Context: an optimization exercise on an open-source flow, tuned for a short achievable clock period and few clock cycles per item. The choices shown serve that exercise and are no tape-out recipe.
Where RTL was checked, it was by simulation tests only, not by an equivalence proof against the original.
Only the layout flow was run in run 4; the RTL was not checked for function there.
Power figures rest on the tool's default switching activity, not on a simulated workload.

## design/flow/design.v

```verilog
`default_nettype none
module req_credit_fifo #(
    parameter int ADDR_W = 6,
    parameter int DATA_W = 32,
    parameter int LANES  = DATA_W / 8,
    parameter int DEPTH  = 2 ** ADDR_W
) (
    input  logic              clk,
    input  logic              rst,
    input  logic              req_valid,
    input  logic [ADDR_W-1:0] req_addr,
    input  logic [LANES-1:0]  req_be,
    input  logic [DATA_W-1:0] req_wdata,
    output logic              s_valid,    
    output logic [DEPTH-1:0]  s_sel,      
    output logic [LANES-1:0]  s_be,       
    output logic [DATA_W-1:0] s_wdata
);
    always_ff @(posedge clk) begin
        for (int i = 0; i < DEPTH; i++) begin
            s_sel[i] <= (req_addr == ADDR_W'(i));
        end
        s_be    <= req_be & {LANES{req_valid}};
        s_wdata <= req_wdata;
    end
    always_ff @(posedge clk) begin
        if (rst) begin
            s_valid <= 1'b0;
        end else begin
            s_valid <= req_valid;
        end
    end
endmodule
`default_nettype wire
`default_nettype none
module wbe_sram #(
    parameter int ADDR_W = 6,
    parameter int DATA_W = 32,
    parameter int LANES  = DATA_W / 8,
    parameter int DEPTH  = 2 ** ADDR_W,
    parameter int GROUPS = 4
) (
    input  logic                     clk,
    input  logic [DEPTH-1:0]         sel,
    input  logic [LANES-1:0]         be,
    input  logic [DATA_W-1:0]        wdata,
    output logic [GROUPS*DATA_W-1:0] part
);
    localparam int PER_GROUP = DEPTH / GROUPS;
    logic [DATA_W-1:0] words [DEPTH];    
    for (genvar w = 0; w < DEPTH; w++) begin : g_word
        for (genvar l = 0; l < LANES; l++) begin : g_lane
            always_ff @(posedge clk) begin
                if (sel[w] && be[l]) begin
                    words[w][l*8 +: 8] <= wdata[l*8 +: 8];
                end
            end
        end
    end
    always_ff @(posedge clk) begin
        for (int g = 0; g < GROUPS; g++) begin
            logic [DATA_W-1:0] acc;
            acc = '0;
            for (int k = 0; k < PER_GROUP; k++) begin
                acc = acc | ({DATA_W{sel[g*PER_GROUP + k]}} & words[g*PER_GROUP + k]);
            end
            part[g*DATA_W +: DATA_W] <= acc;
        end
    end
endmodule
`default_nettype wire
`default_nettype none
module mem_issue_ctrl #(
    parameter int RSP_CREDITS = 2,
    parameter int DATA_W      = 32,
    parameter int GROUPS      = 4,
    parameter int QDEPTH      = 3
) (
    input  logic                     clk,
    input  logic                     rst,
    input  logic                     s_valid,    
    input  logic [GROUPS*DATA_W-1:0] part,       
    input  logic                     rsp_credit,
    output logic                     req_credit,
    output logic                     rsp_valid,
    output logic [DATA_W-1:0]        rsp_rdata
);
    localparam int CNT_W = $clog2(RSP_CREDITS + 1);
    localparam int QN_W  = $clog2(QDEPTH + 1);
    logic              r_valid;                  
    logic [DATA_W-1:0] r_data;
    logic              head_valid;               
    logic [DATA_W-1:0] q_data [QDEPTH];          
    logic [QN_W-1:0]   q_cnt;
    logic [CNT_W-1:0]  slots;                    
    logic              head_free;
    logic              head_valid_nxt;
    logic              slot_left;
    always_comb begin
        r_data = '0;
        for (int g = 0; g < GROUPS; g++) begin
            r_data = r_data | part[g*DATA_W +: DATA_W];
        end
    end
    assign head_free      = !head_valid || rsp_valid;
    assign head_valid_nxt = !head_free || (q_cnt != '0) || r_valid;
    assign slot_left      = (slots != CNT_W'(rsp_valid));
    assign req_credit = rsp_valid;
    always_ff @(posedge clk) begin
        if (head_free) begin
            rsp_rdata <= (q_cnt != '0) ? q_data[0] : r_data;
        end
        for (int k = 0; k < QDEPTH; k++) begin
            if (head_free && q_cnt != '0) begin
                if (r_valid && q_cnt == QN_W'(k + 1)) begin
                    q_data[k] <= r_data;
                end else if (k + 1 < QDEPTH) begin
                    q_data[k] <= q_data[k + 1];
                end
            end else if (!head_free && r_valid && q_cnt == QN_W'(k)) begin
                q_data[k] <= r_data;
            end
        end
    end
    always_ff @(posedge clk) begin
        if (rst) begin
            r_valid    <= 1'b0;
            head_valid <= 1'b0;
            q_cnt      <= '0;
            slots      <= CNT_W'(RSP_CREDITS);
            rsp_valid  <= 1'b0;
        end else begin
            r_valid    <= s_valid;
            head_valid <= head_valid_nxt;
            if (head_free) begin
                if (q_cnt != '0 && !r_valid) q_cnt <= q_cnt - 1'b1;
            end else if (r_valid) begin
                q_cnt <= q_cnt + 1'b1;
            end
            slots     <= slots - CNT_W'(rsp_valid) + CNT_W'(rsp_credit);
            rsp_valid <= head_valid_nxt && (slot_left || rsp_credit);
        end
    end
endmodule
`default_nettype wire
`default_nettype none
module wbe_mem_top #(
    parameter int ADDR_W      = 6,
    parameter int DATA_W      = 32,
    parameter int REQ_DEPTH   = 4,
    parameter int RSP_CREDITS = 2,
    parameter int LANES       = DATA_W / 8
) (
    input  logic              clk,
    input  logic              rst,
    input  logic              req_valid,
    input  logic [ADDR_W-1:0] req_addr,
    input  logic [LANES-1:0]  req_be,
    input  logic [DATA_W-1:0] req_wdata,
    input  logic              rsp_credit,
    output logic              req_credit,
    output logic              rsp_valid,
    output logic [DATA_W-1:0] rsp_rdata
);
    localparam int DEPTH  = 2 ** ADDR_W;
    localparam int GROUPS = 4;
    logic                     s_valid;
    logic [DEPTH-1:0]         s_sel;
    logic [LANES-1:0]         s_be;
    logic [DATA_W-1:0]        s_wdata;
    logic [GROUPS*DATA_W-1:0] part;
    req_credit_fifo #(
        .ADDR_W (ADDR_W),
        .DATA_W (DATA_W)
    ) u_fifo (
        .clk       (clk),
        .rst       (rst),
        .req_valid (req_valid),
        .req_addr  (req_addr),
        .req_be    (req_be),
        .req_wdata (req_wdata),
        .s_valid   (s_valid),
        .s_sel     (s_sel),
        .s_be      (s_be),
        .s_wdata   (s_wdata)
    );
    wbe_sram #(
        .ADDR_W (ADDR_W),
        .DATA_W (DATA_W),
        .GROUPS (GROUPS)
    ) u_sram (
        .clk   (clk),
        .sel   (s_sel),
        .be    (s_be),
        .wdata (s_wdata),
        .part  (part)
    );
    mem_issue_ctrl #(
        .RSP_CREDITS (RSP_CREDITS),
        .DATA_W      (DATA_W),
        .GROUPS      (GROUPS),
        .QDEPTH      (REQ_DEPTH - 1)
    ) u_ctrl (
        .clk        (clk),
        .rst        (rst),
        .s_valid    (s_valid),
        .part       (part),
        .rsp_credit (rsp_credit),
        .req_credit (req_credit),
        .rsp_valid  (rsp_valid),
        .rsp_rdata  (rsp_rdata)
    );
endmodule
`default_nettype wire
```

## design/flow/run.sh

```bash
#!/bin/bash
# synth_recipe.tcl (not shown) runs the flow's synth.tcl, then flattens the netlist and writes it again
# the make line also repeats each setting of config.mk as NAME=value (left out here)
make -C /OpenROAD-flow-scripts/flow DESIGN_CONFIG=/design/flow/config.mk WORK_HOME=/design/flow/orfs CLKGATE_MAP_FILE= SYNTH_SCRIPT=/design/flow/synth_recipe.tcl finish
```

## design/flow/config.mk

```make
export PLATFORM = sky130hd
export DESIGN_NAME = wbe_mem_top
export DESIGN_NICKNAME = wbe_mem_top
export VERILOG_FILES = /design/flow/design.v
export SDC_FILE = /design/flow/constraint.sdc
export NUM_CORES = 4
export LEC_CHECK = 0
export ABC_CLOCK_PERIOD_IN_PS = 2000
export CAP_MARGIN = 20
export CORE_MARGIN = 2
export CORE_UTILIZATION = 40
export SETUP_SLACK_MARGIN = 2.3
export SLEW_MARGIN = 20
```

## design/flow/constraint.sdc

```tcl
create_clock -name core_clock -period 4.3 [get_ports {clk}]
set_input_delay 0.8600 -clock core_clock [delete_from_list [all_inputs] [get_ports {clk}]]
set_output_delay 0.8600 -clock core_clock [all_outputs]
set_load 0.01 [all_outputs]
```

==> results of run 1 <==
metrics by stage:
step            util  area, µm²
2_1_floorplan      -      84800
3_3_place_gp   0.422      88700
3_5_place_dp   0.422      88700
4_1_cts        0.458      96100
5_1_grt        0.459      96300
6_report       0.459      96300
registers in the layout, indices dropped and copies added (netlist names), 2 cells and up:
register / cells
u_sram.words: 2048
u_sram.part: 128
u_ctrl.q_data: 96
u_fifo.s_sel: 64
u_ctrl.rsp_rdata: 32
u_fifo.s_wdata: 32
u_fifo.s_be: 4
u_ctrl.q_cnt: 2
u_ctrl.slots: 2
how the worst min path moves through the flow:
stage                        start                 end  slack (ps)
floorplan           u_fifo.s_valid      u_ctrl.r_valid         410
global placement    u_fifo.s_valid      u_ctrl.r_valid         430
detailed placement  u_fifo.s_valid      u_ctrl.r_valid         430
CTS                  req_wdata[25]  u_fifo.s_wdata[25]         380
global route         req_wdata[26]  u_fifo.s_wdata[26]         410
finish              u_fifo.s_valid      u_ctrl.r_valid         440
area by class of cell:
cell class                 instances  area [µm²]  share of cell area
clock inverter                   107        1070              0.0111
tap                             2805        3510              0.0364
multi-input combinational       1667       13600               0.141
timing repair buffer             189        1550              0.0161
sequential                      2412       70200               0.729
antenna                            2        5.00           0.0000520
inverter                           6        35.0            0.000364
clock buffer                     320        6360              0.0660
layer usage:
layer,up-vias,wire length (µm),global-route usage
li1,18600,-,-
met1,23100,92000,0.281
met2,1987,105000,0.321
met3,309,19100,0.0440
met4,8,5710,0.0558
met5,-,47,0
power by group:
group,internal (mW),switching [mW]
registers,26.5,0.438
clock network,11.4,8.50
logic,1.18,1.83
layout by cell type, fill, tap and decap left out, drive strengths merged, types with 6 or more instances in the layout:
cell type | netlist | routed
a221oi | 513 | 513
a22o | 512 | 512
and2 | 260 | 260
buf | 62 | 144
bufinv | 0 | 18
clkbuf | 243 | 320
clkdlybuf4s50 | 0 | 45
clkinv | 1 | 79
clkinvlp | 0 | 6
dfxtp | 236 | 236
edfxtp | 2176 | 2176
ha | 6 | 6
inv | 5 | 10
mux2 | 97 | 97
nand2 | 11 | 11
nand3 | 8 | 8
nand4 | 129 | 129
nor2 | 70 | 70
nor2b | 8 | 8
or4 | 32 | 32
repair_timing:
action,CTS,global route
endpoints found under the setup margin,851,295
pin swaps,7,5
gates resized for setup,166,36
cloned,3,0
buffers inserted,7,3
hold endpoints to repair,0,0
kinds of logic (layout without fill, tap and decap cells):
family                   after synthesis  after routing  share of synthesized area
AND/OR/NAND/NOR                      523            523                     0.0366
adder cells (fa/ha/maj)                6              6                   0.000886
buffers and inverters                311            622                     0.0150
AO/OA/AOI/OAI                       1034           1037                      0.107
other                                  0              2                          0
flip-flops                          2412           2412                      0.827
XOR/XNOR                               2              2                   0.000207
multiplexers                          99             99                     0.0131
==> metrics.md, run 1 <==
| Metric | Value |
|---|---|
| Mean area per synthesized cell | 19.3 µm² |
| Final Hold Violating Endpoints | 0 |
| Primary flip-flop cell chosen by synthesis mapping | sky130_fd_sc_hd__edfxtp_1 |
| CP delay by family, top | flip-flops |
| Number of global-route vias before repair | 42,900 |
| Row count | 168 |
| Clk pin slew, worst setup/hold paths | 70 ps |
| Total CTS buffers | 225 |
| Initial core utilization | 0.403 |
| Type of destination of the critical path | output port |
| Routability congestion estimate | 0.844 |
| Antenna viol nets, final | 0 |
| Time the final worst path needs with I/O delays and setup | 2480 ps |
| Number of vias per cell | 5.87 |
| Crit path launch type | flop |
| Ordered list of cells on the worst path | buf_2 |
| Synth Register Bits | 2,412 |
| CTS root buf | sky130_fd_sc_hd__clkbuf_16 |
| Worst Max-Slew Pin Slew | 1020 ps |
| Sinks on the clock net | 2,412 |
| RSZ-0062 raised after global routing | true |
| Setup WS pre-CTS | 1830 ps |
| Final-report max-slew violation count | 0 |
| Cells on Worst Hold Path | 1 |
| Number of unique standard cell types used by synthesis | 32 |
| Buffers and inverters on the worst path | 1 |
| Mapped Cells | 4,387 |
| Total power draw | 49.9 mW |
| Final WS setup | 1820 ps |
| DRC violation count after routing | 0 |
| Proportion of layout cells with a drive suffix above 1 | 0.152 |
| Cell taking the most area after synthesis | sky130_fd_sc_hd__edfxtp_1 |
| Worst reg2reg path depth | 4 |
| Hold buffer count at CTS | 0 |
| Final setup viols | 0 |
| Outcome | timing/DRC/antenna clean |
| Routed vias | 44,100 |
| Filler cell count in the final layout | 17,400 |
| Count of non-filler cells in the finished layout | 7,508 |
| Initial detailed-routing violation count | 5,691 |
| IO Count | 80 |
| R2r setup slk | 2310 ps |
| YS warnings | 5 |
| Wire length of the first global-routing pass | 317,000 µm |
| Half-perimeter wire length of the detailed placement result | 137,000 µm |
| Top-area cell type share of the netlist area | 0.771 |
| F_max | 403 MHz |
| Grt ovf | 0 |
| Post-synth EDFFs | 2,176 |
| Number of instances in the placed design | 7,066 |
| Fraction of the yosys area taken by sequential cells | 0.827 |
| TritonCTS clock tree | done |
| Worst vdd rail ir drop | 0.488 mV |
| Largest net degree at the start of global routing | 65 |
| Cell types with the highest counts after synthesis | sky130_fd_sc_hd__edfxtp_1, sky130_fd_sc_hd__a221oi_1, sky130_fd_sc_hd__a22o_1, sky130_fd_sc_hd__and2_1, sky130_fd_sc_hd__clkbuf_1 |
| Summed instance area of the synthesized netlist | 84,700 µm² |
| Total routing usage reported by global routing | 0.202 |
| Largest stage delay on the critical path | 550 ps |
| Number of search-and-repair iterations in the first detailed-routing pass | 6 |
| Average wire per standard cell | 29.6 µm |
| Highest fanout seen on the critical path | 1 |
| Die width | 464 µm |
| Final routed wirelength across all metal layers | 222,000 µm |
| Share of flip-flops with an asynchronous set or reset | 0 |
| Power per cell area | 518 nW/µm² |
| Slowest stage cell on the critical path | sky130_fd_sc_hd__edfxtp_1 |
| Cell types with the largest area share after synthesis | sky130_fd_sc_hd__edfxtp_1, sky130_fd_sc_hd__dfxtp_1, sky130_fd_sc_hd__a221oi_1 |
| LEAKAGE | 30.6 nW |
| Worst setup path class | flop to output port |
| Required time at the worst-slack endpoint | 3440 ps |
| Layout Area Growth over Synthesis | 13.7% |
| Launch point of the worst reg-to-reg path | u_fifo.s_sel[16] |
| Clock latency at the later pin of the worst-skew pair | 860 ps |
| Worst-case clock buffer depth | 3 |
| Max Cap Violations | 0 |
| CP Depth | 1 |
| Synthesized netlist net count | 4,439 |
| FF-to-FF End | u_sram.part[32] |
| Ratio of final minimum period to clock period | 0.577 |
| Hold_ws | 442 ps |
| Antenna violations before repair | 15 |
| # H-tree levels | 4 |
| Summed negative setup slack over all endpoints | 0 ps |
| Worst relative slew slack | 0.318 |
| Data arrival time of the critical path | 1620 ps |
| Top-count cell post-synth | sky130_fd_sc_hd__edfxtp_1 |
| Critical path endpoint | rsp_rdata[26] |
| Worst clock skew | 36.1 ps |
| Overall die area | 215,000 µm² |
| Die height | 464 µm |
| Class of the tightest hold or removal check | flop to flop |
| Start point of the critical path | u_ctrl.rsp_rdata[26] |
| Number of buffer cells added on primary ports | 79 |
| Core area | 210,000 µm² |
| Total number of nets in the final design | 4,553 |
Testbench counts, summed over its fixed seeds: cycles 4,120, items 4,096.
==> run 2, diff against run 1 <==
--- a/design/flow/config.mk
+++ b/design/flow/config.mk
@@ -8,6 +8,7 @@
 export ABC_CLOCK_PERIOD_IN_PS = 2000
 export CAP_MARGIN = 20
 export CORE_MARGIN = 2
-export CORE_UTILIZATION = 40
+export CORE_UTILIZATION = 65
+export PLACE_DENSITY = 0.75
 export SETUP_SLACK_MARGIN = 2.3
 export SLEW_MARGIN = 20
==> run 2 against run 1 <==
Against the previous run:
- via count increased by 2.8%
- worst setup slack improved by 210 ps
- area after synthesis unchanged
- register-to-register slack got worse by 20 ps
- count of clock-buffer cells in the layout decreased by 16
- global-route usage increased by 11 points
- combinational power increased by 2%
- largest cell class unchanged
- critical path depth unchanged
- sequential share of layout area increased by 1.2 points
- final cell count decreased by 14%
- worst hold slack improved by 2.1 ps
- utilization increased by 27 points
==> metrics.md, run 2 <==
| Metric | Value |
|---|---|
| Outcome | timing/DRC/antenna clean |
| Data arrival time of the critical path | 1410 ps |
| CTS root buf | sky130_fd_sc_hd__clkbuf_16 |
| Post-synth EDFFs | 2,176 |
| Worst reg2reg path depth | 4 |
| Number of global-route vias before repair | 43,500 |
| Worst vdd rail ir drop | 0.443 mV |
| Area of combinational cells with multiple inputs | 13,500 µm² |
| Final Hold Violating Endpoints | 0 |
| Slowest stage cell on the critical path | sky130_fd_sc_hd__edfxtp_1 |
| Sinks on the clock net | 2,412 |
| Buffers and inverters on the worst path | 1 |
| F_max | 441 MHz |
| Worst Max-Slew Pin Slew | 855 ps |
| Synthesized netlist net count | 4,439 |
| Layout Area Growth over Synthesis | 11.8% |
| Number of instances in the placed design | 6,008 |
| Routability congestion estimate | 0.904 |
| Row count | 132 |
| Total CTS buffers | 220 |
| Max Cap Violations | 0 |
| Cell taking the most area after synthesis | sky130_fd_sc_hd__edfxtp_1 |
| Commonest non-fill, non-tap cell in the layout | sky130_fd_sc_hd__edfxtp_1 |
| Overall die area | 133,000 µm² |
| Number of unique standard cell types used by synthesis | 32 |
| FF-to-FF End | u_sram.part[101] |
| Cells on Worst Hold Path | 1 |
| Top-count cell post-synth | sky130_fd_sc_hd__edfxtp_1 |
| Flip-flop count of the largest register after layout | 2,048 |
| Type of destination of the critical path | output port |
| Endpoint with the worst hold slack | u_fifo.s_wdata[18] |
| Combinational family with the most area after synthesis | compound AO/OA/AOI/OAI gates |
| Number of buffer cells added on primary ports | 79 |
| Leading cell types in the layout, fill and taps excluded | sky130_fd_sc_hd__edfxtp_1, sky130_fd_sc_hd__a22o_1, sky130_fd_sc_hd__a221oi_1, sky130_fd_sc_hd__and2_1, sky130_fd_sc_hd__clkbuf_16 |
| Worst clock skew | 26.7 ps |
| Number of search-and-repair iterations in the first detailed-routing pass | 7 |
| Proportion of layout cells with a drive suffix above 1 | 0.143 |
| Worst relative slew slack | 0.430 |
| Count of non-filler cells in the finished layout | 6,434 |
| Final setup viols | 0 |
| YS warnings | 5 |
| Top reg by flops | u_sram.words |
| Filler cell count in the final layout | 7,269 |
| Power per cell area | 520 nW/µm² |
| Summed instance area of the synthesized netlist | 84,700 µm² |
| Worst-case clock buffer depth | 3 |
| Final routed wirelength across all metal layers | 207,000 µm |
| Grt ovf | 0 |
| Clock latency at the later pin of the worst-skew pair | 860 ps |
| LEAKAGE | 30.5 nW |
| Launch point of the worst reg-to-reg path | u_fifo.s_sel[53] |
| TritonCTS clock tree | done |
| # H-tree levels | 4 |
| Clk pin slew, worst setup/hold paths | 60 ps |
| Required time at the worst-slack endpoint | 3440 ps |
| Initial detailed-routing violation count | 6,189 |
| Sequential cell area | 70,200 µm² |
| Number of vias per cell | 7.04 |
| Cell types with the largest area share after synthesis | sky130_fd_sc_hd__edfxtp_1, sky130_fd_sc_hd__dfxtp_1, sky130_fd_sc_hd__a221oi_1 |
| Total routing usage reported by global routing | 0.312 |
| Antenna viol nets, final | 0 |
| Core area | 129,000 µm² |
| Cell types with the highest counts after synthesis | sky130_fd_sc_hd__edfxtp_1, sky130_fd_sc_hd__a221oi_1, sky130_fd_sc_hd__a22o_1, sky130_fd_sc_hd__and2_1, sky130_fd_sc_hd__clkbuf_1 |
| Ordered list of cells on the worst path | buf_2 |
| Antenna violations before repair | 14 |
| Synth Area in XOR/XNOR | 0.000207 |
| Summed negative setup slack over all endpoints | 0 ps |
| Wire length of the first global-routing pass | 298,000 µm |
| Initial core utilization | 0.654 |
| Total number of nets in the final design | 4,553 |
| Largest registers | u_sram.words x2048, u_sram.part x128, u_ctrl.q_data x96 |
| Crit path launch type | flop |
| Share of flip-flops with an asynchronous set or reset | 0 |
| Ratio of final minimum period to clock period | 0.527 |
| Mean area per synthesized cell | 19.3 µm² |
| Die width | 365 µm |
| Routed vias | 45,300 |
| R2r setup slk | 2290 ps |
| IO Count | 80 |
| Simple-gate share of the synthesized area | 0.0366 |
| Mapped Cells | 4,387 |
| Synthesized-area fraction occupied by adder cells | 0.000886 |
| Proportion of synthesized area in mux cells | 0.0131 |
| Fraction of the yosys area taken by sequential cells | 0.827 |
| Largest net degree at the start of global routing | 65 |
| Time the final worst path needs with I/O delays and setup | 2270 ps |
| RSZ-0062 raised after global routing | true |
| DRC violation count after routing | 0 |
| Largest stage delay on the critical path | 400 ps |
| Primary flip-flop cell chosen by synthesis mapping | sky130_fd_sc_hd__edfxtp_1 |
| Top-area cell type share of the netlist area | 0.771 |
| Worst hold path startpoint | req_wdata[18] |
| Post-synthesis compound-gate area fraction | 0.107 |
| Worst setup path class | flop to output port |
| Final-report max-slew violation count | 0 |
| Die height | 365 µm |
| CP delay by family, top | flip-flops |
| Half-perimeter wire length of the detailed placement result | 124,000 µm |
| Average wire per standard cell | 32.2 µm |
| Highest fanout seen on the critical path | 1 |
| Synth Register Bits | 2,412 |
| Class of the tightest hold or removal check | input port to flop |
run 2: cell types whose count changed in the layout (fill, tap and decap cells not counted), sizes merged:
cell	before	now
clkinv	79	81
bufinv	18	16
inv	10	11
clkinvlp	6	5
clkbuf	320	305
buf	144	148
run 2: layer usage:
| layer | vias up | GRT usage | part of all wire |
|---|---|---|---|
| met1 | 23100 | 0.443 | 0.37 |
| li1 | 18600 | - | - |
| met4 | 16 | 0.0858 | 0.026 |
| met5 | - | 0 | 0.00046 |
| met3 | 361 | 0.0993 | 0.13 |
| met2 | 3186 | 0.474 | 0.47 |
run 2: layout make-up:
class / count / area share
clock inverters: 107 / 0.0102
repair buffers: 194 / 0.0168
flip-flops and latches: 2412 / 0.741
diodes: 2 / 0.0000529
multi-input cells: 1667 / 0.143
inverters: 6 / 0.000317
well taps: 1742 / 0.0230
clock buffers: 304 / 0.0656
run 2: worst max path at each step:
stage / start / to / slack, ps / cells after the start
floorplan: u_ctrl.q_cnt[1] / u_ctrl.q_data[2][0] / 2170 / 7
global placement: u_ctrl.q_cnt[0] / u_ctrl.q_data[2][13] / 1950 / 4
detailed placement: u_ctrl.q_cnt[0] / u_ctrl.q_data[2][9] / 1900 / 4
CTS: u_ctrl.rsp_rdata[25] / rsp_rdata[25] / 1970 / 1
global route: u_ctrl.rsp_rdata[4] / rsp_rdata[4] / 1990 / 1
finish: u_ctrl.rsp_rdata[25] / rsp_rdata[25] / 2030 / 1
run 2: logic make-up (layout without fill, tap and decap cells):
| family | after synthesis | count (layout) |
|---|---|---|
| buffers and inverters | 311 | 611 |
| AND/OR/NAND/NOR | 523 | 523 |
| XOR/XNOR | 2 | 2 |
| multiplexers | 99 | 99 |
| other | 0 | 2 |
| adder cells (fa/ha/maj) | 6 | 6 |
| flip-flops | 2412 | 2412 |
| AO/OA/AOI/OAI | 1034 | 1037 |
run 2: metrics by stage:
| stage | utilization | hold slack (ps) | setup WS [ps] | power, mW | instance area (µm²) |
|---|---|---|---|---|---|
| 3_5_place_dp | 0.675 | 461 | 1900 | 30.3 | 87300 |
| 2_1_floorplan | - | 414 | 2170 | 29.1 | 84800 |
| 3_3_place_gp | 0.675 | 437 | 1950 | 30.2 | 87300 |
| 6_report | 0.731 | 445 | 2030 | 49.3 | 94700 |
| 5_1_grt | 0.731 | 426 | 1990 | 50.5 | 94700 |
| 4_1_cts | 0.730 | 397 | 1970 | 49.2 | 94600 |
run 2: where the power goes:
group	switching, mW	internal [mW]	leakage, nW
Clock	8.32	11.0	3.54
Combinational	1.86	1.20	5.32
Sequential	0.301	26.5	21.6
run 2: timing repair:
item	in CTS	in global routing
resized for setup	175	24
setup endpoints to repair	570	300
hold buffers	0	0
buffers inserted	7	2
pin swaps	9	7
gates cloned	3	1
==> run 3, diff against run 2 <==
==> design/flow/config.mk (replaced) <==
export PLATFORM = sky130hd
export DESIGN_NAME = wbe_mem_top
export DESIGN_NICKNAME = wbe_mem_top
export VERILOG_FILES = /design/flow/design.v
export SDC_FILE = /design/flow/constraint.sdc
export NUM_CORES = 4
export LEC_CHECK = 0
export CAP_MARGIN = 20
export CORE_MARGIN = 2
export CORE_UTILIZATION = 40
export SLEW_MARGIN = 20
==> run 3 against run 2 <==
Against the previous run:
- final cell count increased by 17%
- largest power group unchanged
- area after synthesis unchanged
- total power increased by 2.4%
- combinational power decreased by 5%
- first-iteration DRC count decreased by 14%
- still clean
- utilization decreased by 27 points
==> metrics.md, run 3 <==
| Metric | Value |
|---|---|
| Worst relative slew slack | 0.181 |
| Proportion of layout cells with a drive suffix above 1 | 0.137 |
| Cell types with the largest area share after synthesis | sky130_fd_sc_hd__edfxtp_1, sky130_fd_sc_hd__dfxtp_1, sky130_fd_sc_hd__a221oi_1 |
| Required time at the worst-slack endpoint | 3440 ps |
| Sum of met3 wire segment lengths after detailed routing | 17,600 µm |
| Mean area per synthesized cell | 19.3 µm² |
| Mapped Cells | 4,387 |
| Clock latency at the later pin of the worst-skew pair | 900 ps |
| Time the final worst path needs with I/O delays and setup | 2640 ps |
| Half-perimeter wire length of the detailed placement result | 137,000 µm |
| Post-CTS Resized | 0 |
| Cell types with the highest counts after synthesis | sky130_fd_sc_hd__edfxtp_1, sky130_fd_sc_hd__a221oi_1, sky130_fd_sc_hd__a22o_1, sky130_fd_sc_hd__and2_1, sky130_fd_sc_hd__clkbuf_1 |
| Routability congestion estimate | 0.836 |
| Total number of nets in the final design | 4,563 |
| F_max | 378 MHz |
| Top reg by flops | u_sram.words |
| Post-synth EDFFs | 2,176 |
| Layout Area Growth over Synthesis | 14.2% |
| Initial core utilization | 0.403 |
| Type of destination of the critical path | output port |
| Synthesized netlist net count | 4,439 |
| Total CTS buffers | 230 |
| Sinks on the clock net | 2,412 |
| Data arrival time of the critical path | 1780 ps |
| Buffers and inverters on the worst path | 1 |
| Crit path launch type | flop |
| Hold buffer count at CTS | 0 |
| Number of vias per cell | 5.89 |
| Number of global-route vias before repair | 43,100 |
| Highest routing layer actually used | met5 |
| Top-count cell post-synth | sky130_fd_sc_hd__edfxtp_1 |
| DRC violation count after routing | 0 |
| Cell taking the most area after synthesis | sky130_fd_sc_hd__edfxtp_1 |
| Routed vias | 44,400 |
| Fraction of the yosys area taken by sequential cells | 0.827 |
| IO Count | 80 |
| CP delay by family, top | buffers and inverters |
| Total power draw | 50.4 mW |
| Power per cell area | 522 nW/µm² |
| Share of flip-flops with an asynchronous set or reset | 0 |
| Largest net degree at the start of global routing | 65 |
| Summed instance area of the synthesized netlist | 84,700 µm² |
| RSZ-0062 raised after global routing | false |
| Final Hold Violating Endpoints | 0 |
| Number of unique standard cell types used by synthesis | 32 |
| Top-area cell type share of the netlist area | 0.771 |
| Final setup viols | 0 |
| Max Cap Violations | 0 |
| Die width | 464 µm |
| Leading cell types in the layout, fill and taps excluded | sky130_fd_sc_hd__edfxtp_1, sky130_fd_sc_hd__a221oi_1, sky130_fd_sc_hd__a22o_1, sky130_fd_sc_hd__and2_1, sky130_fd_sc_hd__clkbuf_16 |
| Overall die area | 215,000 µm² |
| Largest stage delay on the critical path | 560 ps |
| Average wire per standard cell | 29.4 µm |
| Ordered list of cells on the worst path | clkdlybuf4s50_1 |
| LEAKAGE | 30.7 nW |
| Primary flip-flop cell chosen by synthesis mapping | sky130_fd_sc_hd__edfxtp_1 |
| DR WL met2 | 104,000 µm |
| # H-tree levels | 4 |
| Clk pin slew, worst setup/hold paths | 60 ps |
| Die height | 464 µm |
| Number of buffer cells added on primary ports | 79 |
| Worst-case clock buffer depth | 3 |
| Row count | 168 |
| Outcome | timing/DRC/antenna clean |
| Flip-flop count of the largest register after layout | 2,048 |
| CTS root buf | sky130_fd_sc_hd__clkbuf_16 |
| Number of buffers added for setup after CTS | 0 |
| Worst Max-Slew Pin Slew | 1230 ps |
| Highest fanout seen on the critical path | 1 |
| Initial detailed-routing violation count | 5,342 |
| Final-report max-slew violation count | 0 |
| Worst clock skew | 68.5 ps |
| Antenna viol nets, final | 0 |
| Final routed wirelength across all metal layers | 222,000 µm |
| Worst setup path class | flop to output port |
| Grt ovf | 0 |
| Number of search-and-repair iterations in the first detailed-routing pass | 5 |
| Total routing usage reported by global routing | 0.201 |
| Wire length of the first global-routing pass | 317,000 µm |
| TritonCTS clock tree | done |
| Summed negative setup slack over all endpoints | 0 ps |
| Slowest stage cell on the critical path | sky130_fd_sc_hd__clkdlybuf4s50_1 |
| Core area | 210,000 µm² |
| Synth Register Bits | 2,412 |
| Wire length on met1 | 95,000 µm |
| YS warnings | 5 |
| Class of the tightest hold or removal check | input port to flop |
| Commonest non-fill, non-tap cell in the layout | sky130_fd_sc_hd__edfxtp_1 |
| Largest registers | u_sram.words x2048, u_sram.part x128, u_ctrl.q_data x96 |
| Ratio of final minimum period to clock period | 0.615 |
| Worst vdd rail ir drop | 0.433 mV |
| Antenna violations before repair | 14 |
==> run 3: cells by family (layout without fill, tap and decap cells) <==
family          Yosys count  count (layout)  share of synthesized area
other cells               0               6                          0
xor+xnor                  2               2                   0.000207
simple gates            523             523                     0.0366
mux                      99              99                     0.0131
buf+inv                 311             642                     0.0150
compound gates         1034            1034                      0.107
fa+ha+maj                 6               6                   0.000886
flops                  2412            2412                      0.827
==> run 3: path summary, 6_finish.rpt <==
kind / start / end / slack, ps / cells past startpoint
min: req_wdata[17] / u_fifo.s_wdata[17] / 400 / 1
max reg2reg: u_ctrl.q_cnt[0] / u_ctrl.q_data[0][4] / 1830 / 4
max: u_ctrl.rsp_rdata[24] / rsp_rdata[24] / 1660 / 1
min reg2reg: u_fifo.s_valid / u_ctrl.r_valid / 440 / 1
==> run 3: per-stage QoR <==
stage / hold WS, ps / area [µm²] / worst slack, ps / utilization / cells
2_1_floorplan: 414 / 84700 / 400 / - / 4387
3_3_place_gp: 427 / 88800 / 1730 / 0.423 / 7082
3_5_place_dp: 427 / 88800 / 1710 / 0.423 / 7082
4_1_cts: 339 / 96600 / 1560 / 0.460 / 7521
5_1_grt: 367 / 96700 / 1560 / 0.460 / 7525
6_report: 404 / 96700 / 1660 / 0.461 / 7529
==> run 3: area by class of cell <==
cell class	count	area, µm²
inverters	6	22.5
well taps	2805	3510
flip-flops and latches	2412	70200
clock buffers	311	6350
diodes	6	15.0
fillers	17400	113000
multi-input cells	1664	13400
clock inverters	128	1510
repair buffers	197	1750
==> run 3: layer usage <==
layer  vias to the layer above  track usage
met2                      1980        0.314
li1                      18700            -
met4                         8       0.0522
met3                       292       0.0349
met1                     23400        0.291
met5                         -            0
==> run 3: power by group <==
part / total [mW] / switching, mW / internal [mW]
logic: 2.91 / 1.69 / 1.22
registers: 26.9 / 0.347 / 26.6
clock network: 20.6 / 8.96 / 11.7
total: 50.4 / 11.0 / 39.4
==> run 4, diff against run 3 <==
--- a/design/flow/design.v
+++ b/design/flow/design.v
@@ -90,6 +90,8 @@
     logic              r_valid;                  
     logic [DATA_W-1:0] r_data;
     logic              head_valid;               
+    logic [DATA_W-1:0] head_keep;                
+    logic [DATA_W-1:0] head_nxt;
     logic [DATA_W-1:0] q_data [QDEPTH];          
     logic [QN_W-1:0]   q_cnt;
     logic [CNT_W-1:0]  slots;                    
@@ -106,9 +108,11 @@
     assign head_valid_nxt = !head_free || (q_cnt != '0) || r_valid;
     assign slot_left      = (slots != CNT_W'(rsp_valid));
     assign req_credit = rsp_valid;
-    always_ff @(posedge clk) begin
+    assign head_nxt = (q_cnt != '0) ? q_data[0] : r_data;
+    always_ff @(posedge clk) begin
+        rsp_rdata <= head_free ? head_nxt : head_keep;
         if (head_free) begin
-            rsp_rdata <= (q_cnt != '0) ? q_data[0] : r_data;
+            head_keep <= head_nxt;
         end
         for (int k = 0; k < QDEPTH; k++) begin
             if (head_free && q_cnt != '0) begin
--- a/design/flow/config.mk
+++ b/design/flow/config.mk
@@ -5,7 +5,10 @@
 export SDC_FILE = /design/flow/constraint.sdc
 export NUM_CORES = 4
 export LEC_CHECK = 0
+export ABC_CLOCK_PERIOD_IN_PS = 2000
 export CAP_MARGIN = 20
 export CORE_MARGIN = 2
-export CORE_UTILIZATION = 40
+export CORE_UTILIZATION = 65
+export PLACE_DENSITY = 0.75
+export SETUP_SLACK_MARGIN = 2.3
 export SLEW_MARGIN = 20
==> run 4 against run 3 <==
Against the previous run:
- total power is 1.6% lower
- routed wire length is 6.6% lower
- register-to-register slack gained 460 ps
- fmax is 16% higher
- synthesized cell count stayed put
- largest cell class unchanged
- largest power group unchanged
- highest routed layer unchanged
==> metrics.md, run 4 <==
| Metric | Value |
|---|---|
| Outcome | timing/DRC/antenna clean |
| Antenna violations before repair | 13 |
| Start point of the critical path | u_ctrl.rsp_rdata[25] |
| TritonCTS clock tree | done |
| Number of search-and-repair iterations in the first detailed-routing pass | 6 |
| Fraction of the yosys area taken by sequential cells | 0.827 |
| Worst setup path class | flop to output port |
| Worst clock skew | 28.8 ps |
| Synthesized netlist net count | 4,439 |
| Worst relative slew slack | 0.261 |
| Class of the tightest hold or removal check | input port to flop |
| Number of unique standard cell types used by synthesis | 32 |
| Overall die area | 133,000 µm² |
| Antenna viol nets, final | 0 |
| Cell types with the highest counts after synthesis | sky130_fd_sc_hd__edfxtp_1, sky130_fd_sc_hd__a221oi_1, sky130_fd_sc_hd__a22o_1, sky130_fd_sc_hd__and2_1, sky130_fd_sc_hd__clkbuf_1 |
| Sinks on the clock net | 2,412 |
| Proportion of layout cells with a drive suffix above 1 | 0.147 |
| Ratio of final minimum period to clock period | 0.531 |
| Mean area per synthesized cell | 19.3 µm² |
| # H-tree levels | 4 |
| CP delay by family, top | flip-flops |
| IO Count | 80 |
| Total number of nets in the final design | 4,558 |
| Top-area cell type share of the netlist area | 0.771 |
| Cell taking the most area after synthesis | sky130_fd_sc_hd__edfxtp_1 |
| Final Hold Violating Endpoints | 0 |
| Post-synth EDFFs | 2,176 |
| Top reg by flops | u_sram.words |
| Core area | 129,000 µm² |
| Largest net degree at the start of global routing | 65 |
| Worst Max-Slew Pin Slew | 1110 ps |
| Slowest stage cell on the critical path | sky130_fd_sc_hd__edfxtp_1 |
| CTS root buf | sky130_fd_sc_hd__clkbuf_16 |
| Type of destination of the critical path | output port |
| Launch point of the worst reg-to-reg path | u_fifo.s_sel[52] |
| Share of flip-flops with an asynchronous set or reset | 0 |
| Number of global-route vias before repair | 43,600 |
| Largest registers | u_sram.words x2048, u_sram.part x128, u_ctrl.q_data x96 |
| Total routing usage reported by global routing | 0.313 |
| Grt ovf | 0 |
| LEAKAGE | 30.5 nW |
| Half-perimeter wire length of the detailed placement result | 124,000 µm |
| YS warnings | 5 |
| Die height | 365 µm |
| Primary flip-flop cell chosen by synthesis mapping | sky130_fd_sc_hd__edfxtp_1 |
| Mapped Cells | 4,387 |
| Worst hold path startpoint | req_wdata[7] |
| Count of non-filler cells in the finished layout | 6,447 |
| Flip-flop count of the largest register after layout | 2,048 |
| Initial detailed-routing violation count | 6,819 |
| Top-count cell post-synth | sky130_fd_sc_hd__edfxtp_1 |
| Clk pin slew, worst setup/hold paths | 60 ps |
| Wire length of the first global-routing pass | 301,000 µm |
| F_max | 438 MHz |
| Data arrival time of the critical path | 1430 ps |
| DRC violation count after routing | 0 |
| Ordered list of cells on the worst path | buf_2 |
| Routed vias | 45,500 |
| Initial core utilization | 0.654 |
| Largest stage delay on the critical path | 420 ps |
| Filler cell count in the final layout | 7,285 |
| Cell types with the largest area share after synthesis | sky130_fd_sc_hd__edfxtp_1, sky130_fd_sc_hd__dfxtp_1, sky130_fd_sc_hd__a221oi_1 |
| Summed instance area of the synthesized netlist | 84,700 µm² |
| Row count | 132 |
| Number of vias per cell | 7.05 |
| Total CTS buffers | 221 |
| Required time at the worst-slack endpoint | 3440 ps |
| Commonest non-fill, non-tap cell in the layout | sky130_fd_sc_hd__edfxtp_1 |
| Summed negative setup slack over all endpoints | 0 ps |
| Number of buffer cells added on primary ports | 79 |
| Worst vdd rail ir drop | 0.462 mV |
| RSZ-0062 raised after global routing | true |
| Final routed wirelength across all metal layers | 207,000 µm |
| Final-report max-slew violation count | 0 |
| Routability congestion estimate | 0.890 |
| Hold buffer count at CTS | 0 |
| Highest fanout seen on the critical path | 1 |
| Layout Area Growth over Synthesis | 12.1% |
| Die width | 365 µm |
| Max Cap Violations | 0 |
| Average wire per standard cell | 32.1 µm |
| Power per cell area | 523 nW/µm² |
| Buffers and inverters on the worst path | 1 |
| Leading cell types in the layout, fill and taps excluded | sky130_fd_sc_hd__edfxtp_1, sky130_fd_sc_hd__a22o_1, sky130_fd_sc_hd__a221oi_1, sky130_fd_sc_hd__and2_1, sky130_fd_sc_hd__clkbuf_16 |
| Clock latency at the later pin of the worst-skew pair | 860 ps |
| Final setup viols | 0 |
| Crit path launch type | flop |
| Number of instances in the placed design | 6,016 |
| Worst-case clock buffer depth | 3 |
| Synth Register Bits | 2,412 |
| Time the final worst path needs with I/O delays and setup | 2290 ps |
==> run 4: cell count changes in the layout (fill, tap and decap cells not counted), sizes merged, moves of 6 or more <==
cell           previous run  this run
clkinvlp                 10        16
clkdlybuf4s50            79        45
buf                     118       153
clkbuf                  311       298
clkinv                   93        78
==> run 4: repair_timing <==
item                                    CTS  global route
endpoints found under the setup margin  725           252
pin swaps                                 5             5
setup buffers                             6             0
gates resized for setup                 166            23
cloned                                    3             0
==> run 4: per-stage QoR <==
step	power, mW	utilization	worst slack [ps]	cell area [µm²]	hold slack [ps]
after floorplan	29.1	-	2170	84800	414
after global placement	30.2	0.675	1960	87400	425
after detailed placement	30.3	0.675	1900	87400	451
after CTS	49.7	0.732	1960	94800	379
after global routing	50.9	0.733	1970	94900	404
final	49.6	0.733	2010	94900	432
==> run 4: routing by layer <==
| metal | GRT usage | vias up | share of wire |
|---|---|---|---|
| met2 | 0.477 | 3158 | 0.46 |
| met4 | 0.0744 | 10 | 0.021 |
| met5 | 0 | - | 0.00031 |
| met1 | 0.465 | 23300 | 0.39 |
| met3 | 0.0783 | 321 | 0.13 |
| li1 | - | 18600 | - |
==> run 4: cell families after synthesis <==
group | after synthesis | share of synthesized area
buf+inv | 311 | 0.0150
mux | 99 | 0.0131
simple gates | 523 | 0.0366
flops | 2412 | 0.827
compound gates | 1034 | 0.107
fa+ha+maj | 6 | 0.000886
xor+xnor | 2 | 0.000207
==> run 4: path summary, 6_finish.rpt <==
check | to | slack, ps | cells after the start
max | rsp_rdata[25] | 2010 | 1
min | u_fifo.s_wdata[7] | 430 | 1
max reg2reg | u_sram.part[126] | 2290 | 4
min reg2reg | u_ctrl.r_valid | 460 | 1
==> run 4: cell type report <==
cell class / instances / area [µm²] / area share
Tap cell: 1742 / 2180 / 0.0230
Multi-Input combinational cell: 1667 / 13500 / 0.142
Sequential cell: 2412 / 70200 / 0.739
Clock inverter: 121 / 1200 / 0.0127
Inverter: 6 / 35.0 / 0.000369
Timing Repair Buffer: 198 / 1560 / 0.0164
Antenna cell: 3 / 7.51 / 0.0000791
Clock buffer: 298 / 6230 / 0.0656
==> run 4: power by group <==
part           leakage, nW  internal [mW]  switching, mW
Clock                 3.62           11.3           8.52
Sequential            21.6           26.5          0.283
Combinational         5.32           1.13           1.84
==> run 5, diff against run 4 <==
--- a/design/flow/design.v
+++ b/design/flow/design.v
@@ -111,7 +111,7 @@
     assign head_nxt = (q_cnt != '0) ? q_data[0] : r_data;
     always_ff @(posedge clk) begin
         rsp_rdata <= head_free ? head_nxt : head_keep;
-        if (head_free) begin
+        if (head_free && head_valid_nxt) begin
             head_keep <= head_nxt;
         end
         for (int k = 0; k < QDEPTH; k++) begin
--- a/design/flow/config.mk
+++ b/design/flow/config.mk
@@ -9,6 +9,8 @@
 export CAP_MARGIN = 20
 export CORE_MARGIN = 2
 export CORE_UTILIZATION = 65
+export CTS_CLUSTER_DIAMETER = 60
+export CTS_CLUSTER_SIZE = 34
 export PLACE_DENSITY = 0.75
 export SETUP_SLACK_MARGIN = 2.3
 export SLEW_MARGIN = 20
==> run 5 against run 4 <==
Against the previous run:
- now fails the layout checks on antenna violations
- die area grew 1.5%
- flip-flop and latch count up 32
- synthesized cell count is 1.5% higher
- via count is 1.2% higher
- sequential power up 2%
- clock power fell by 22%
- non-clock buffer count rose by 6
- largest power group unchanged
==> metrics.md, run 5 <==
| Metric | Value |
|---|---|
| Final WS setup | 2170 ps |
| Final Cell Area | 94,200 µm² |
| F_max | 469 MHz |
| Launch point of the worst reg-to-reg path | u_fifo.s_sel[62] |
| Largest registers | u_sram.words x2048, u_sram.part x128, u_ctrl.q_data x96 |
| Average wire per standard cell | 34.1 µm |
| Count of non-filler cells in the finished layout | 6,373 |
| Total number of nets in the final design | 4,545 |
| Ordered list of cells on the worst path | buf_6 |
| Cell taking the most area after synthesis | sky130_fd_sc_hd__edfxtp_1 |
| Final Core Density | 0.716 |
| Number of instances in the placed design | 6,092 |
| Initial core utilization | 0.654 |
| Endpoint with the worst hold slack | u_sram.part[87] |
| Highest fanout seen on the critical path | 4 |
| Top-count cell post-synth | sky130_fd_sc_hd__edfxtp_1 |
| Summed instance area of the synthesized netlist | 86,000 µm² |
| Number of global-route vias before repair | 43,300 |
| Half-perimeter wire length of the detailed placement result | 133,000 µm |
| Filler cell count in the final layout | 7,601 |
| Leading cell types in the layout, fill and taps excluded | sky130_fd_sc_hd__edfxtp_1, sky130_fd_sc_hd__a22o_1, sky130_fd_sc_hd__a221oi_1, sky130_fd_sc_hd__and2_1, sky130_fd_sc_hd__dfxtp_1 |
| Largest net degree at the start of global routing | 65 |
| Total routing usage reported by global routing | 0.316 |
| Total CTS buffers | 137 |
| Sw Ratio | 0.230 |
| Area of combinational cells with multiple inputs | 14,300 µm² |
| DRC violation count after routing | 0 |
| Cells on Worst Hold Path | 2 |
| Time the final worst path needs with I/O delays and setup | 2130 ps |
| Number of unique standard cell types used by synthesis | 32 |
| Cell types with the highest counts after synthesis | sky130_fd_sc_hd__edfxtp_1, sky130_fd_sc_hd__a221oi_1, sky130_fd_sc_hd__a22o_1, sky130_fd_sc_hd__dfxtp_1, sky130_fd_sc_hd__clkbuf_1 |
| Hold_ws | 448 ps |
| Flip-flop count of the largest register after layout | 2,048 |
| Clk pin slew, worst setup/hold paths | 100 ps |
| Primary flip-flop cell chosen by synthesis mapping | sky130_fd_sc_hd__edfxtp_1 |
| Sequential fraction of design power | 0.591 |
| Power per cell area | 491 nW/µm² |
| Commonest non-fill, non-tap cell in the layout | sky130_fd_sc_hd__edfxtp_1 |
| Top reg by flops | u_sram.words |
| Internal power | 35.6 mW |
| Number of vias per cell | 7.22 |
| Initial detailed-routing violation count | 7,062 |
| LEAKAGE | 30.1 nW |
| Slowest stage cell on the critical path | sky130_fd_sc_hd__dfxtp_4 |
| Max Cap Violations | 0 |
| Data arrival time of the critical path | 1270 ps |
| Hold buffer count at CTS | 0 |
| Crit path launch type | flop |
| # H-tree levels | 4 |
| Die height | 368 µm |
| Total placed instance area | 88,800 µm² |
| Worst-case clock buffer depth | 3 |
| Post-synth EDFFs | 2,176 |
| RSZ-0062 raised after global routing | true |
| Worst hold path startpoint | u_sram.words[46][23] |
| Largest stage delay on the critical path | 370 ps |
| Worst Max-Slew Pin Slew | 1000 ps |
| Total power draw | 46.3 mW |
| Clock network fraction of design power | 0.332 |
| Switching power of the nets | 10.6 mW |
| YS warnings | 5 |
| Ratio of final minimum period to clock period | 0.496 |
| Row count | 133 |
| Wire length of the first global-routing pass | 307,000 µm |
| Worst reg2reg path depth | 3 |
| Summed negative setup slack over all endpoints | 0 ps |
| Antenna viol nets, final | 1 |
| Final Hold Violating Endpoints | 0 |
| Mean area per synthesized cell | 19.3 µm² |
| Routability congestion estimate | 0.898 |
| IO Count | 80 |
| Core area | 131,000 µm² |
| Antenna violations before repair | 23 |
| Final setup viols | 0 |
| FF-to-FF End | u_sram.part[114] |
| Number of search-and-repair iterations in the first detailed-routing pass | 9 |
| Layout Area Growth over Synthesis | 9.49% |
| Worst vdd rail ir drop | 0.486 mV |
| CP delay by family, top | flip-flops |
| R2r setup slk | 2240 ps |
| Routed vias | 46,000 |
| Outcome | complete, but fails checks |
| Cell types with the largest area share after synthesis | sky130_fd_sc_hd__edfxtp_1, sky130_fd_sc_hd__dfxtp_1, sky130_fd_sc_hd__a221oi_1 |
| Class of the tightest hold or removal check | flop to flop |
| TritonCTS clock tree | done |
| Number of buffer cells added on primary ports | 79 |
| Overall die area | 135,000 µm² |
| Sinks on the clock net | 2,444 |
| Synth Register Bits | 2,444 |
| Final-report max-slew violation count | 0 |
| CTS root buf | sky130_fd_sc_hd__clkbuf_16 |
| Set of violated layout checks | antenna violations |
| Share of flip-flops with an asynchronous set or reset | 0 |
| Fraction of the yosys area taken by sequential cells | 0.822 |
| Synthesized netlist net count | 4,506 |
| Combinational Power Share | 0.077 |
| Worst relative slew slack | 0.331 |
| Final routed wirelength across all metal layers | 217,000 µm |
| Sequential cell area | 70,900 µm² |
| Grt ovf | 0 |
| Clock latency at the later pin of the worst-skew pair | 820 ps |
| Mapped Cells | 4,454 |
| Setup WS pre-CTS | 1940 ps |
| Type of destination of the critical path | output port |
| Top-area cell type share of the netlist area | 0.760 |
| Buffers and inverters on the worst path | 1 |
| Required time at the worst-slack endpoint | 3440 ps |
| Proportion of layout cells with a drive suffix above 1 | 0.150 |
| Die width | 368 µm |
| Worst clock skew | 58.2 ps |
| Worst setup path class | flop to output port |
[run 5: layout make-up]
cell class / instances / share of cell area
antenna: 10 / 0.000266
clock inverter: 105 / 0.0145
timing repair buffer: 204 / 0.0189
sequential: 2444 / 0.753
inverter: 4 / 0.000159
tap: 1755 / 0.0233
multi-input combinational: 1702 / 0.152
clock buffer: 149 / 0.0387
[run 5: layer usage]
metal  part of all wire  vias up  global-route usage
met3               0.13      486              0.0737
met4              0.038       32               0.104
met5             0.0010        -                   0
met2               0.47     3403               0.490
li1                   -    18700                   -
met1               0.37    23400               0.453
[run 5: power by group through the flow]
stage / sequential, mW / clock (mW) / combinational [mW]
global route: 27.4 / 16.2 / 3.78
floorplan: 27.8 / 0 / 2.10
detailed placement: 27.9 / 0 / 3.38
finish: 27.3 / 15.4 / 3.57
global placement: 27.8 / 0 / 3.30
CTS: 27.3 / 15.5 / 3.40
[run 5: logic make-up after synthesis]
logic type,count (synthesis),synth area share
flops,2444,0.822
simple gates,524,0.0376
fa+ha+maj,6,0.000873
compound gates,1036,0.105
mux,129,0.0197
xor+xnor,3,0.000306
buf+inv,312,0.0142
[run 5: how the worst max path moves through the flow]
| stage | start | end | slack, ps | cells past startpoint |
|---|---|---|---|---|
| after floorplan | u_ctrl.q_cnt[1] | u_ctrl.q_data[2][0] | 2300 | 7 |
| after global placement | u_ctrl.q_cnt[1] | u_ctrl.q_data[2][17] | 1980 | 5 |
| after detailed placement | u_ctrl.q_cnt[1] | u_ctrl.q_data[2][19] | 1940 | 5 |
| after CTS | u_ctrl.rsp_valid | rsp_valid | 2010 | 1 |
| after global routing | u_ctrl.rsp_valid | req_credit | 2130 | 1 |
| final | u_ctrl.rsp_valid | rsp_valid | 2170 | 1 |
[run 5: repair_timing]
item,in CTS,in global routing
cloned,4,0
setup buffers,4,9
resized for setup,186,35
pin swaps,6,2
hold endpoints to repair,0,0
endpoints found under the setup margin,986,341
Testbench counts of run 5, summed over its fixed seeds: cycles 4,120, items 4,096.
==> run 6, diff against run 5 <==
--- a/design/flow/config.mk
+++ b/design/flow/config.mk
@@ -9,8 +9,8 @@
 export CAP_MARGIN = 20
 export CORE_MARGIN = 2
 export CORE_UTILIZATION = 65
-export CTS_CLUSTER_DIAMETER = 60
-export CTS_CLUSTER_SIZE = 34
+export CTS_CLUSTER_DIAMETER = 80
+export CTS_CLUSTER_SIZE = 32
 export PLACE_DENSITY = 0.75
 export SETUP_SLACK_MARGIN = 2.3
 export SLEW_MARGIN = 20
==> run 6 against run 5 <==
Against the previous run:
- now clean on timing, DRC and antenna
- utilization down 1.4 points
- first-iteration DRC count up 4.0%
- sequential power is essentially flat
- non-clock buffer count fell by 3
- clock skew shrank 21 ps
- die area unchanged
- largest power group unchanged
==> metrics.md, run 6 <==
| Metric | Value |
|---|---|
| Worst Max-Slew Pin Slew | 997 ps |
| Synthesized netlist net count | 4,506 |
| Sequential cell area | 70,900 µm² |
| TritonCTS clock tree | done |
| Filler cell count in the final layout | 7,856 |
| Average wire per standard cell | 34.2 µm |
| Slowest stage cell on the critical path | sky130_fd_sc_hd__dfxtp_4 |
| Total CTS buffers | 96 |
| Crit path launch type | flop |
| Total number of nets in the final design | 4,501 |
| Sinks on the clock net | 2,444 |
| Largest stage delay on the critical path | 380 ps |
| Total routing usage reported by global routing | 0.314 |
| Row count | 133 |
| Top-count cell post-synth | sky130_fd_sc_hd__edfxtp_1 |
| Core area | 131,000 µm² |
| Routed vias | 45,200 |
| Worst relative slew slack | 0.335 |
| Initial detailed-routing violation count | 7,345 |
| Overall die area | 135,000 µm² |
| Clock latency at the later pin of the worst-skew pair | 760 ps |
| Primary flip-flop cell chosen by synthesis mapping | sky130_fd_sc_hd__edfxtp_1 |
| F_max | 473 MHz |
| Outcome | timing/DRC/antenna clean |
| Summed instance area of the synthesized netlist | 86,000 µm² |
| Worst setup path class | flop to output port |
| Wire length of the first global-routing pass | 305,000 µm |
| # H-tree levels | 3 |
| Final setup viols | 0 |
| Share of flip-flops with an asynchronous set or reset | 0 |
| Summed negative setup slack over all endpoints | 0 ps |
| Cell types with the largest area share after synthesis | sky130_fd_sc_hd__edfxtp_1, sky130_fd_sc_hd__dfxtp_1, sky130_fd_sc_hd__a221oi_1 |
| Number of global-route vias before repair | 43,000 |
| Area of combinational cells with multiple inputs | 14,300 µm² |
| Routability congestion estimate | 0.898 |
| CP delay by family, top | flip-flops |
| Count of non-filler cells in the finished layout | 6,292 |
| Worst vdd rail ir drop | 0.502 mV |
| Layout Area Growth over Synthesis | 7.31% |
| Power per cell area | 463 nW/µm² |
| Number of buffer cells added on primary ports | 79 |
| Number of search-and-repair iterations in the first detailed-routing pass | 6 |
| Worst clock skew | 37.0 ps |
| Half-perimeter wire length of the detailed placement result | 133,000 µm |
| Final-report max-slew violation count | 0 |
| Final Hold Violating Endpoints | 0 |
| Buffers and inverters on the worst path | 1 |
| Worst-case clock buffer depth | 3 |
| Proportion of layout cells with a drive suffix above 1 | 0.128 |
| Post-synth EDFFs | 2,176 |
| Ratio of final minimum period to clock period | 0.491 |
| Top-area cell type share of the netlist area | 0.760 |
| Grt ovf | 0 |
| Largest net degree at the start of global routing | 65 |
| Clk pin slew, worst setup/hold paths | 120 ps |
| Die height | 368 µm |
| Largest registers | u_sram.words x2048, u_sram.part x128, u_ctrl.q_data x96 |
| IO Count | 80 |
| Antenna violations before repair | 21 |
| Hold buffer count at CTS | 0 |
| Number of vias per cell | 7.19 |
| LEAKAGE | 29.2 nW |
| Leading cell types in the layout, fill and taps excluded | sky130_fd_sc_hd__edfxtp_1, sky130_fd_sc_hd__a22o_1, sky130_fd_sc_hd__a221oi_1, sky130_fd_sc_hd__and2_1, sky130_fd_sc_hd__dfxtp_1 |
| Cell taking the most area after synthesis | sky130_fd_sc_hd__edfxtp_1 |
| Cell types with the highest counts after synthesis | sky130_fd_sc_hd__edfxtp_1, sky130_fd_sc_hd__a221oi_1, sky130_fd_sc_hd__a22o_1, sky130_fd_sc_hd__dfxtp_1, sky130_fd_sc_hd__clkbuf_1 |
| Mean area per synthesized cell | 19.3 µm² |
| Max Cap Violations | 0 |
| Class of the tightest hold or removal check | flop to flop |
| Number of instances in the placed design | 6,092 |
| Die width | 368 µm |
| Highest fanout seen on the critical path | 4 |
| Mapped Cells | 4,454 |
| Data arrival time of the critical path | 1250 ps |
| RSZ-0062 raised after global routing | true |
| YS warnings | 5 |
| Top reg by flops | u_sram.words |
| Number of unique standard cell types used by synthesis | 32 |
| Time the final worst path needs with I/O delays and setup | 2110 ps |
| CTS root buf | sky130_fd_sc_hd__clkbuf_16 |
| Type of destination of the critical path | output port |
| Antenna viol nets, final | 0 |
| DRC violation count after routing | 0 |
| Commonest non-fill, non-tap cell in the layout | sky130_fd_sc_hd__edfxtp_1 |
| Ordered list of cells on the worst path | buf_6 |
| Fraction of the yosys area taken by sequential cells | 0.822 |
| Required time at the worst-slack endpoint | 3440 ps |
| Final routed wirelength across all metal layers | 215,000 µm |
| Initial core utilization | 0.654 |
| Flip-flop count of the largest register after layout | 2,048 |
| Synth Register Bits | 2,444 |
==> run 6: cell counts after synthesis <==
No cell type changed its count.
==> run 6: layer usage <==
metal | vias to the layer above | part of all wire | track usage
met5 | - | 0.00074 | 0
met1 | 23100 | 0.37 | 0.448
met3 | 406 | 0.13 | 0.0773
met4 | 26 | 0.034 | 0.0980
li1 | 18500 | - | -
met2 | 3206 | 0.47 | 0.487
==> run 6: layout make-up <==
type / count / share of cell area
flip-flops and latches: 2444 / 0.768
inverters: 4 / 0.000163
clock inverters: 37 / 0.00511
clock buffers: 142 / 0.0293
well taps: 1755 / 0.0238
multi-input cells: 1702 / 0.155
diodes: 7 / 0.000190
repair buffers: 201 / 0.0189
==> run 6: kinds of logic after synthesis <==
| family | synth area share |
|---|---|
| XOR/XNOR | 0.000306 |
| multiplexers | 0.0197 |
| buffers and inverters | 0.0142 |
| AND/OR/NAND/NOR | 0.0376 |
| flip-flops | 0.822 |
| adder cells (fa/ha/maj) | 0.000873 |
| AO/OA/AOI/OAI | 0.105 |
==> run 6: final timing paths <==
check	from	endpoint	slack [ps]	cells past startpoint
setup / recovery	u_ctrl.rsp_valid	rsp_valid	2190	1
hold / removal	u_fifo.s_valid	u_ctrl.r_valid	460	1
setup reg to reg	u_fifo.s_sel[49]	u_sram.part[115]	2220	4
hold reg to reg	u_fifo.s_valid	u_ctrl.r_valid	460	1
==> run 6: timing repair <==
item / CTS / global route
buffers inserted: 4 / 6
resized for setup: 188 / 36
pin swaps: 5 / 2
endpoints found under the setup margin: 1026 / 257
cloned: 4 / 0
==> run 6: power by group <==
| part | leakage (nW) | total (mW) | internal (mW) | switching [mW] |
|---|---|---|---|---|
| Sequential | 21.9 | 27.3 | 26.9 | 0.429 |
| Clock | 1.53 | 11.9 | 4.73 | 7.13 |
| Combinational | 5.82 | 3.56 | 1.67 | 1.89 |
==> run 6: through the flow <==
stage / hold slack [ps] / setup slack [ps] / power (mW) / instance area [µm²] / utilization
after global placement: 426 / 1980 / 31.1 / 88800 / 0.675
final: 462 / 2190 / 42.7 / 92300 / 0.702
after CTS: 462 / 2060 / 42.6 / 92000 / 0.700
after global routing: 487 / 2150 / 43.8 / 92300 / 0.702
after detailed placement: 433 / 1940 / 31.2 / 88800 / 0.675
after floorplan: 414 / 2300 / 29.9 / 86100 / -
==> run 7, diff against run 6 <==
--- a/design/flow/config.mk
+++ b/design/flow/config.mk
@@ -9,8 +9,8 @@
 export CAP_MARGIN = 20
 export CORE_MARGIN = 2
 export CORE_UTILIZATION = 65
-export CTS_CLUSTER_DIAMETER = 80
-export CTS_CLUSTER_SIZE = 32
+export CTS_CLUSTER_DIAMETER = 100
+export CTS_CLUSTER_SIZE = 28
 export PLACE_DENSITY = 0.75
 export SETUP_SLACK_MARGIN = 2.3
 export SLEW_MARGIN = 20
==> run 7 against run 6 <==
Against the previous run:
- die area is the same
- area after synthesis did not move
- sequential power is essentially flat
- via count increased by 0.42%
- count of clock-buffer cells in the layout increased by 34
- clock skew increased by 2.1 ps
- register-to-register slack better by 40 ps
- worst hold slack worse by 2.4 ps
- critical endpoint unchanged
- worst setup slack improved by 7.0 ps
- first-iteration DRC count up 2.3%
- non-clock buffer count grew 3
==> metrics.md, run 7 <==
| Metric | Value |
|---|---|
| Total placed instance area | 88,800 µm² |
| Cell types with the largest area share after synthesis | sky130_fd_sc_hd__edfxtp_1, sky130_fd_sc_hd__dfxtp_1, sky130_fd_sc_hd__a221oi_1 |
| FF-to-FF End | u_sram.words[58][18] |
| Flip-flop count of the largest register after layout | 2,048 |
| Worst vdd rail ir drop | 0.466 mV |
| Slowest stage cell on the critical path | sky130_fd_sc_hd__dfxtp_4 |
| Final Hold Violating Endpoints | 0 |
| Initial core utilization | 0.654 |
| F_max | 475 MHz |
| Fraction of the yosys area taken by sequential cells | 0.822 |
| Half-perimeter wire length of the detailed placement result | 133,000 µm |
| Grt ovf | 0 |
| Number of instances in the placed design | 6,092 |
| Top reg by flops | u_sram.words |
| RSZ-0062 raised after global routing | true |
| Summed negative setup slack over all endpoints | 0 ps |
| Final routed wirelength across all metal layers | 215,000 µm |
| Hold buffer count at CTS | 0 |
| Total routing usage reported by global routing | 0.314 |
| Combinational family with the most area after synthesis | compound AO/OA/AOI/OAI gates |
| R2r setup slk | 2260 ps |
| Total CTS buffers | 98 |
| Synthesized netlist net count | 4,506 |
| Type of destination of the critical path | output port |
| Largest stage delay on the critical path | 370 ps |
| Summed instance area of the synthesized netlist | 86,000 µm² |
| Clock latency at the later pin of the worst-skew pair | 770 ps |
| Required time at the worst-slack endpoint | 3440 ps |
| Sinks on the clock net | 2,444 |
| Worst setup path class | flop to output port |
| Share of flip-flops with an asynchronous set or reset | 0 |
| Filler cell count in the final layout | 7,898 |
| Power per cell area | 459 nW/µm² |
| Routed vias | 45,400 |
| Antenna violations before repair | 22 |
| Buffers and inverters on the worst path | 1 |
| Sequential cell area | 70,900 µm² |
| Mapped Cells | 4,454 |
| Number of unique standard cell types used by synthesis | 32 |
| Worst clock skew | 39.1 ps |
| Total number of nets in the final design | 4,506 |
| Largest net degree at the start of global routing | 65 |
| Data arrival time of the critical path | 1250 ps |
| CTS root buf | sky130_fd_sc_hd__clkbuf_16 |
| Primary flip-flop cell chosen by synthesis mapping | sky130_fd_sc_hd__edfxtp_1 |
| Ratio of final minimum period to clock period | 0.490 |
| Die width | 368 µm |
| Class of the tightest hold or removal check | flop to flop |
| Post-synth EDFFs | 2,176 |
| Number of global-route vias before repair | 43,000 |
| Top-area cell type share of the netlist area | 0.760 |
| Number of vias per cell | 7.21 |
| Mean area per synthesized cell | 19.3 µm² |
| Number of search-and-repair iterations in the first detailed-routing pass | 10 |
| Clk pin slew, worst setup/hold paths | 100 ps |
| Wire length of the first global-routing pass | 305,000 µm |
| Simple-gate share of the synthesized area | 0.0376 |
| Leading cell types in the layout, fill and taps excluded | sky130_fd_sc_hd__edfxtp_1, sky130_fd_sc_hd__a22o_1, sky130_fd_sc_hd__a221oi_1, sky130_fd_sc_hd__and2_1, sky130_fd_sc_hd__dfxtp_1 |
| Antenna viol nets, final | 0 |
| Proportion of synthesized area in mux cells | 0.0197 |
| Synth Register Bits | 2,444 |
| Core area | 131,000 µm² |
| Cell types with the highest counts after synthesis | sky130_fd_sc_hd__edfxtp_1, sky130_fd_sc_hd__a221oi_1, sky130_fd_sc_hd__a22o_1, sky130_fd_sc_hd__dfxtp_1, sky130_fd_sc_hd__clkbuf_1 |
| Final-report max-slew violation count | 0 |
| Row count | 133 |
| Synthesized-area fraction occupied by adder cells | 0.000873 |
| Die height | 368 µm |
| # H-tree levels | 3 |
| Largest registers | u_sram.words x2048, u_sram.part x128, u_ctrl.q_data x96 |
| CP Depth | 1 |
| DRC violation count after routing | 0 |
| Initial detailed-routing violation count | 7,514 |
| Layout Area Growth over Synthesis | 7.04% |
| Worst Max-Slew Pin Slew | 1010 ps |
| LEAKAGE | 29.1 nW |
| Overall die area | 135,000 µm² |
| Highest fanout seen on the critical path | 4 |
| Cell taking the most area after synthesis | sky130_fd_sc_hd__edfxtp_1 |
| Worst reg2reg path depth | 2 |
| Routability congestion estimate | 0.898 |
| TritonCTS clock tree | done |
| Synth Area in XOR/XNOR | 0.000306 |
| Number of buffer cells added on primary ports | 79 |
| Final Cell Area | 92,100 µm² |
| Outcome | timing/DRC/antenna clean |
| Worst relative slew slack | 0.326 |
| Max Cap Violations | 0 |
| Average wire per standard cell | 34.2 µm |
| Area of combinational cells with multiple inputs | 14,300 µm² |
| Crit path launch type | flop |
| Count of non-filler cells in the finished layout | 6,298 |
| CP delay by family, top | flip-flops |
| Time the final worst path needs with I/O delays and setup | 2110 ps |
| Ordered list of cells on the worst path | buf_6 |
| Critical path endpoint | rsp_valid |
| Top-count cell post-synth | sky130_fd_sc_hd__edfxtp_1 |
| YS warnings | 5 |
| Commonest non-fill, non-tap cell in the layout | sky130_fd_sc_hd__edfxtp_1 |
| Post-synthesis compound-gate area fraction | 0.105 |
| Proportion of layout cells with a drive suffix above 1 | 0.122 |
| Final setup viols | 0 |
| Worst-case clock buffer depth | 3 |
| IO Count | 80 |
| Start point of the critical path | u_ctrl.rsp_valid |
| Launch point of the worst reg-to-reg path | u_fifo.s_be[2] |
[run 7: cell counts after synthesis]
No cell type changed its count.
[run 7: final cells by class]
type / count / share of cell area
Multi-Input combinational cell: 1702 / 0.155
Sequential cell: 2444 / 0.770
Clock inverter: 7 / 0.00109
Antenna cell: 6 / 0.000163
Tap cell: 1755 / 0.0239
Timing Repair Buffer: 204 / 0.0191
Clock buffer: 176 / 0.0305
Inverter: 4 / 0.000163
[run 7: routing by layer]
| metal | vias up | GRT usage | part of all wire |
|---|---|---|---|
| met1 | 23100 | 0.456 | 0.37 |
| met5 | - | 0 | 0.00072 |
| li1 | 18500 | - | - |
| met4 | 24 | 0.0938 | 0.033 |
| met2 | 3326 | 0.491 | 0.47 |
| met3 | 402 | 0.0640 | 0.13 |
[run 7: repair_timing]
action / 4_1_cts / 5_1_grt
setup endpoints to repair: 1021 / 232
cloned: 4 / 0
setup buffers: 6 / 7
endpoints found under the hold margin: 0 / 0
pin swaps: 5 / 3
gates resized for setup: 189 / 36
[run 7: worst min-delay path by stage]
| stage | cells after the start | slack [ps] | end | start |
|---|---|---|---|---|
| after global routing | 1 | 490 | u_ctrl.rsp_rdata[4] | u_ctrl.head_keep[4] |
| after detailed placement | 1 | 430 | u_ctrl.r_valid | u_fifo.s_valid |
| after global placement | 1 | 430 | u_ctrl.r_valid | u_fifo.s_valid |
| after floorplan | 1 | 410 | u_ctrl.r_valid | u_fifo.s_valid |
| final | 1 | 460 | u_ctrl.r_valid | u_fifo.s_valid |
| after CTS | 1 | 460 | u_ctrl.r_valid | u_fifo.s_valid |
[run 7: kinds of logic (layout without fill, tap and decap cells)]
family | Yosys count | after routing
adders and majority gates | 6 | 6
other | 0 | 6
buffers and inverters | 312 | 391
DFF | 2444 | 2444
AOI/OAI and AO/OA | 1036 | 1038
and+or+nand+nor | 524 | 526
muxes | 129 | 129
xor gates and xnor gates | 3 | 3
[run 7: stage by stage]
step | power (mW) | util | setup slack, ps | hold WS, ps
after global routing | 43.3 | 0.700 | 2160 | 488
after detailed placement | 31.2 | 0.675 | 1940 | 433
after global placement | 31.1 | 0.675 | 1980 | 426
after CTS | 42.2 | 0.698 | 2050 | 460
after floorplan | 29.9 | - | 2300 | 414
final | 42.3 | 0.700 | 2190 | 459
[run 7: worst register-to-register path: cells and delay by family, from the launching register on]
family                 cells  cell delay (ps)
DFF                        1              840
buffers and inverters      1              340
and+or+nand+nor            1              510
[run 7: where the power goes]
group          switching, mW  internal, mW  total, mW
sequential             0.427          26.9       27.3
clock                   6.83          4.58       11.4
combinational           1.86          1.67       3.53
total                   9.12          33.1       42.3

==> what the ideal ports hide <==
The results above use ideal ports. As a check the final layouts listed here were re-extracted and re-timed, cells and wires unchanged. Step 1, drivers: a clkbuf_16 drives clk and a buf_2 each remaining input, both assumed. Step 2 times the ports against the registers' clock, not the clock port: input delays grow and output delays shrink by t, the midpoint of the rising clock arrivals with the driver on. a / b / c = ideal / step 1 / step 2; a / b = the first two.
run	shift t [ns]	slack for setup (ns)
run 1	0.934	1.820 / 1.732 / 1.900
run 2	0.917	2.035 / 1.959 / 1.727
run 3	0.962	1.656 / 1.562 / 1.768
run 4	0.933	2.015 / 1.934 / 1.826
run 5	0.869	2.166 / 2.085 / 1.886
run 6	0.824	2.187 / 2.108 / 1.839
run 7	0.834	2.194 / 2.111 / 1.856
